What follows belongs to an exercise in optimizing a design on an open flow for small area; a production flow would make more cautious choices. RTL that was checked went through simulation tests only; none was proved equivalent to the original. Power is estimated from default activity; no workload was simulated.

==> flow/design.v <==
`default_nettype none
`timescale 1ns/100ps
module acs_unit (
	input  logic [10-1:0] pm_upper,
	input  logic [10-1:0] pm_lower,
	input  logic [6-1:0] bm_upper,
	input  logic [6-1:0] bm_lower,
	output logic [10-1:0] pm_out,
	output logic                     decision
);
	localparam int W = 10;
	localparam int B = 6;
	logic [W-1:0] cand_upper;
	logic [W-1:0] cand_lower;
	logic [W:0]   cy_upper;
	logic [W:0]   cy_lower;
	logic [W:0]   borrow;
	assign cy_upper[0] = 1'b0;
	assign cy_lower[0] = 1'b0;
	genvar i;
	generate
		for (i = 0; i < W; i++) begin : g_add
			if (i < B) begin : g_full
				assign cand_upper[i] = pm_upper[i] ^ bm_upper[i] ^ cy_upper[i];
				assign cy_upper[i+1] = (pm_upper[i] & bm_upper[i]) | (cy_upper[i] & (pm_upper[i] ^ bm_upper[i]));
				assign cand_lower[i] = pm_lower[i] ^ bm_lower[i] ^ cy_lower[i];
				assign cy_lower[i+1] = (pm_lower[i] & bm_lower[i]) | (cy_lower[i] & (pm_lower[i] ^ bm_lower[i]));
			end else begin : g_half
				assign cand_upper[i] = pm_upper[i] ^ cy_upper[i];
				assign cy_upper[i+1] = pm_upper[i] & cy_upper[i];
				assign cand_lower[i] = pm_lower[i] ^ cy_lower[i];
				assign cy_lower[i+1] = pm_lower[i] & cy_lower[i];
			end
		end
	endgenerate
	assign borrow[0] = 1'b0;
	generate
		for (i = 0; i < W; i++) begin : g_cmp
			assign borrow[i+1] = (~cand_lower[i] & cand_upper[i]) |
				(~cand_lower[i] & borrow[i]) | (cand_upper[i] & borrow[i]);
		end
	endgenerate
	assign decision = cand_lower[W-1] ^ cand_upper[W-1] ^ borrow[W-1];
	assign pm_out = decision ? cand_lower : cand_upper;
endmodule
`default_nettype wire
`default_nettype none
`timescale 1ns/100ps
module acs_bank (
	input  logic                                       phase,
	input  logic [8*6-1:0]                 bm_set,
	input  logic [64*10-1:0]   old_metrics,
	output logic [32*10-1:0]      new_metrics,
	output logic [32-1:0]                    decisions
);
	localparam logic [3*32-1:0] BUTTERFLY_LABEL = {
		3'b000, 3'b110, 3'b111, 3'b001, 3'b101, 3'b011, 3'b010, 3'b100,
		3'b010, 3'b100, 3'b101, 3'b011, 3'b111, 3'b001, 3'b000, 3'b110,
		3'b001, 3'b111, 3'b110, 3'b000, 3'b100, 3'b010, 3'b011, 3'b101,
		3'b011, 3'b101, 3'b100, 3'b010, 3'b110, 3'b000, 3'b001, 3'b111
	};
	logic [8*6-1:0] bm_phase;
	genvar j;
	generate
		for (j = 0; j < 8; j++) begin : g_bm
			assign bm_phase[j*6 +: 6] = phase ?
				bm_set[(7-j)*6 +: 6] :
				bm_set[j*6 +: 6];
		end
		for (j = 0; j < 32; j++) begin : g_bfly
			localparam logic [3-1:0] LBL_DIRECT =
				BUTTERFLY_LABEL[3*(32-1-j) +: 3];
			localparam logic [3-1:0] LBL_CROSS = ~LBL_DIRECT;
			acs_unit u_acs (
				.pm_upper  (old_metrics[j*10 +: 10]),
				.pm_lower  (old_metrics[(j + 32)*10 +: 10]),
				.bm_upper  (bm_phase[LBL_DIRECT*6 +: 6]),
				.bm_lower  (bm_phase[LBL_CROSS*6 +: 6]),
				.pm_out    (new_metrics[j*10 +: 10]),
				.decision  (decisions[j])
			);
		end
	endgenerate
endmodule
`default_nettype wire
`default_nettype none
`timescale 1ns/100ps
module path_metric_store (
	input  logic                                     clk,
	input  logic                                     reset_n,
	input  logic [32*10-1:0]    new_metrics,
	output logic                                     phase,
	output logic [64*10-1:0] old_metrics
);
	logic [32*10-1:0]    pm_stage;
	logic [64*10-1:0] pm_reg;
	always_ff @(posedge clk or negedge reset_n) begin
		if (!reset_n) begin
			phase <= 1'b0;
		end else begin
			phase <= ~phase;
		end
	end
	always_ff @(posedge clk) begin
		pm_stage <= new_metrics;
	end
	logic load_new;
	logic keep_old;
	logic [64*10-1:0] pm_next;
	assign load_new = reset_n & phase;
	assign keep_old = reset_n & ~phase;
	always_comb begin
		for (int j = 0; j < 32; j++) begin
			pm_next[(2*j)*10 +: 10] =
				({10{load_new}} & pm_stage[j*10 +: 10]) |
				({10{keep_old}} & pm_reg[(2*j)*10 +: 10]);
			pm_next[(2*j + 1)*10 +: 10] =
				({10{load_new}} & new_metrics[j*10 +: 10]) |
				({10{keep_old}} & pm_reg[(2*j + 1)*10 +: 10]);
		end
	end
	always_ff @(posedge clk) begin
		pm_reg <= pm_next;
	end
	assign old_metrics = pm_reg;
endmodule
`default_nettype wire
`default_nettype none
`timescale 1ns/100ps
module decision_register (
	input  logic                       clk,
	input  logic                       reset_n,
	input  logic                       phase,
	input  logic [32-1:0]    decisions,
	output logic [64-1:0] sel_out
);
	logic [32-1:0] dec_stage;
	always_ff @(posedge clk) begin
		dec_stage <= decisions;
	end
	always_ff @(posedge clk or negedge reset_n) begin
		if (!reset_n) begin
			sel_out <= '0;
		end else if (phase) begin
			for (int j = 0; j < 32; j++) begin
				sel_out[2*j] <= dec_stage[j];
				sel_out[2*j + 1] <= decisions[j];
			end
		end
	end
endmodule
`default_nettype wire
`default_nettype none
`timescale 1ns/100ps
module viterbi_pmu (
	input  logic                       clk,
	input  logic                       reset_n,
	input  logic [6-1:0]   bm_000,
	input  logic [6-1:0]   bm_001,
	input  logic [6-1:0]   bm_010,
	input  logic [6-1:0]   bm_011,
	input  logic [6-1:0]   bm_100,
	input  logic [6-1:0]   bm_101,
	input  logic [6-1:0]   bm_110,
	input  logic [6-1:0]   bm_111,
	output logic [64-1:0] sel_out,
	output logic                       clk_div2_out
);
	logic [8*6-1:0]                 bm_set;
	logic                                       phase;
	logic [64*10-1:0]   old_metrics;
	logic [32*10-1:0]      new_metrics;
	logic [32-1:0]                    decisions;
	assign bm_set = {bm_111, bm_110, bm_101, bm_100, bm_011, bm_010, bm_001, bm_000};
	assign clk_div2_out = ~phase;
	acs_bank u_acs_bank (
		.phase       (phase),
		.bm_set      (bm_set),
		.old_metrics (old_metrics),
		.new_metrics (new_metrics),
		.decisions   (decisions)
	);
	path_metric_store u_path_metric_store (
		.clk         (clk),
		.reset_n     (reset_n),
		.new_metrics (new_metrics),
		.phase       (phase),
		.old_metrics (old_metrics)
	);
	decision_register u_decision_register (
		.clk       (clk),
		.reset_n   (reset_n),
		.phase     (phase),
		.decisions (decisions),
		.sel_out   (sel_out)
	);
endmodule
`default_nettype wire
make LEC_CHECK=0 CAP_MARGIN=20 CORE_MARGIN=2 CORE_UTILIZATION=40 SLEW_MARGIN=20 finish   # period 7.0 ns
run.sh (not shown) runs the stock make flow with config.mk's settings and CLKGATE_MAP_FILE= SYNTH_SCRIPT=/design/flow/synth_recipe.tcl, a recipe that flattens the netlist after the stock synthesis.
Rerun with:
--- a/flow/design.v
+++ b/flow/design.v
@@ -37,7 +37,7 @@
 	generate
 		for (i = 0; i < W; i++) begin : g_cmp
 			assign borrow[i+1] = (~cand_lower[i] & cand_upper[i]) |
-				(~cand_lower[i] & borrow[i]) | (cand_upper[i] & borrow[i]);
+				(borrow[i] & ~(cand_lower[i] ^ cand_upper[i]));
 		end
 	endgenerate
 	assign decision = cand_lower[W-1] ^ cand_upper[W-1] ^ borrow[W-1];
Global-route usage rises by 1.5 points.
Clock-buffer cell count went up by 22.
Setup slack gains 0.54 ns.
Power rose by about 8%.
Synthesized area came out higher by 6.2%.
For the second run of this note, only the layout was checked, not whether the RTL still works.

==> afterwards: timing with drivers on the ports <==
In the flow no input, the clock included, has a driving cell. The finished layouts below were timed again as built, in two steps.
Step 1 (the two cells are an assumption about what drives the block):
set clk [get_ports {clk}]
set_driving_cell -lib_cell sky130_fd_sc_hd__clkbuf_16 $clk
set_driving_cell -lib_cell sky130_fd_sc_hd__buf_2 [delete_from_list [all_inputs] $clk]
Step 2 also shifts input and output timing later by t, the mid clock arrival at the registers, as if the neighbouring blocks saw the same clock.
Slacks: ideal / step 1 / step 2; pairs: ideal / step 1.
| run | shift t [ns] | setup WS [ns] | worst setup path after step 2 |
|---|---|---|---|
| the first run | 0.800 | 0.312 / 0.312 / -0.360 | input to register |
| the second run | 0.809 | 0.852 / 0.908 / 0.098 | input to register |
Met with ideal ports but missed after step 2: setup timing in the first run. For the second run, which loses most, drivers alone change the setup slack by +0.056 ns; drivers and shift together by -0.754 ns.
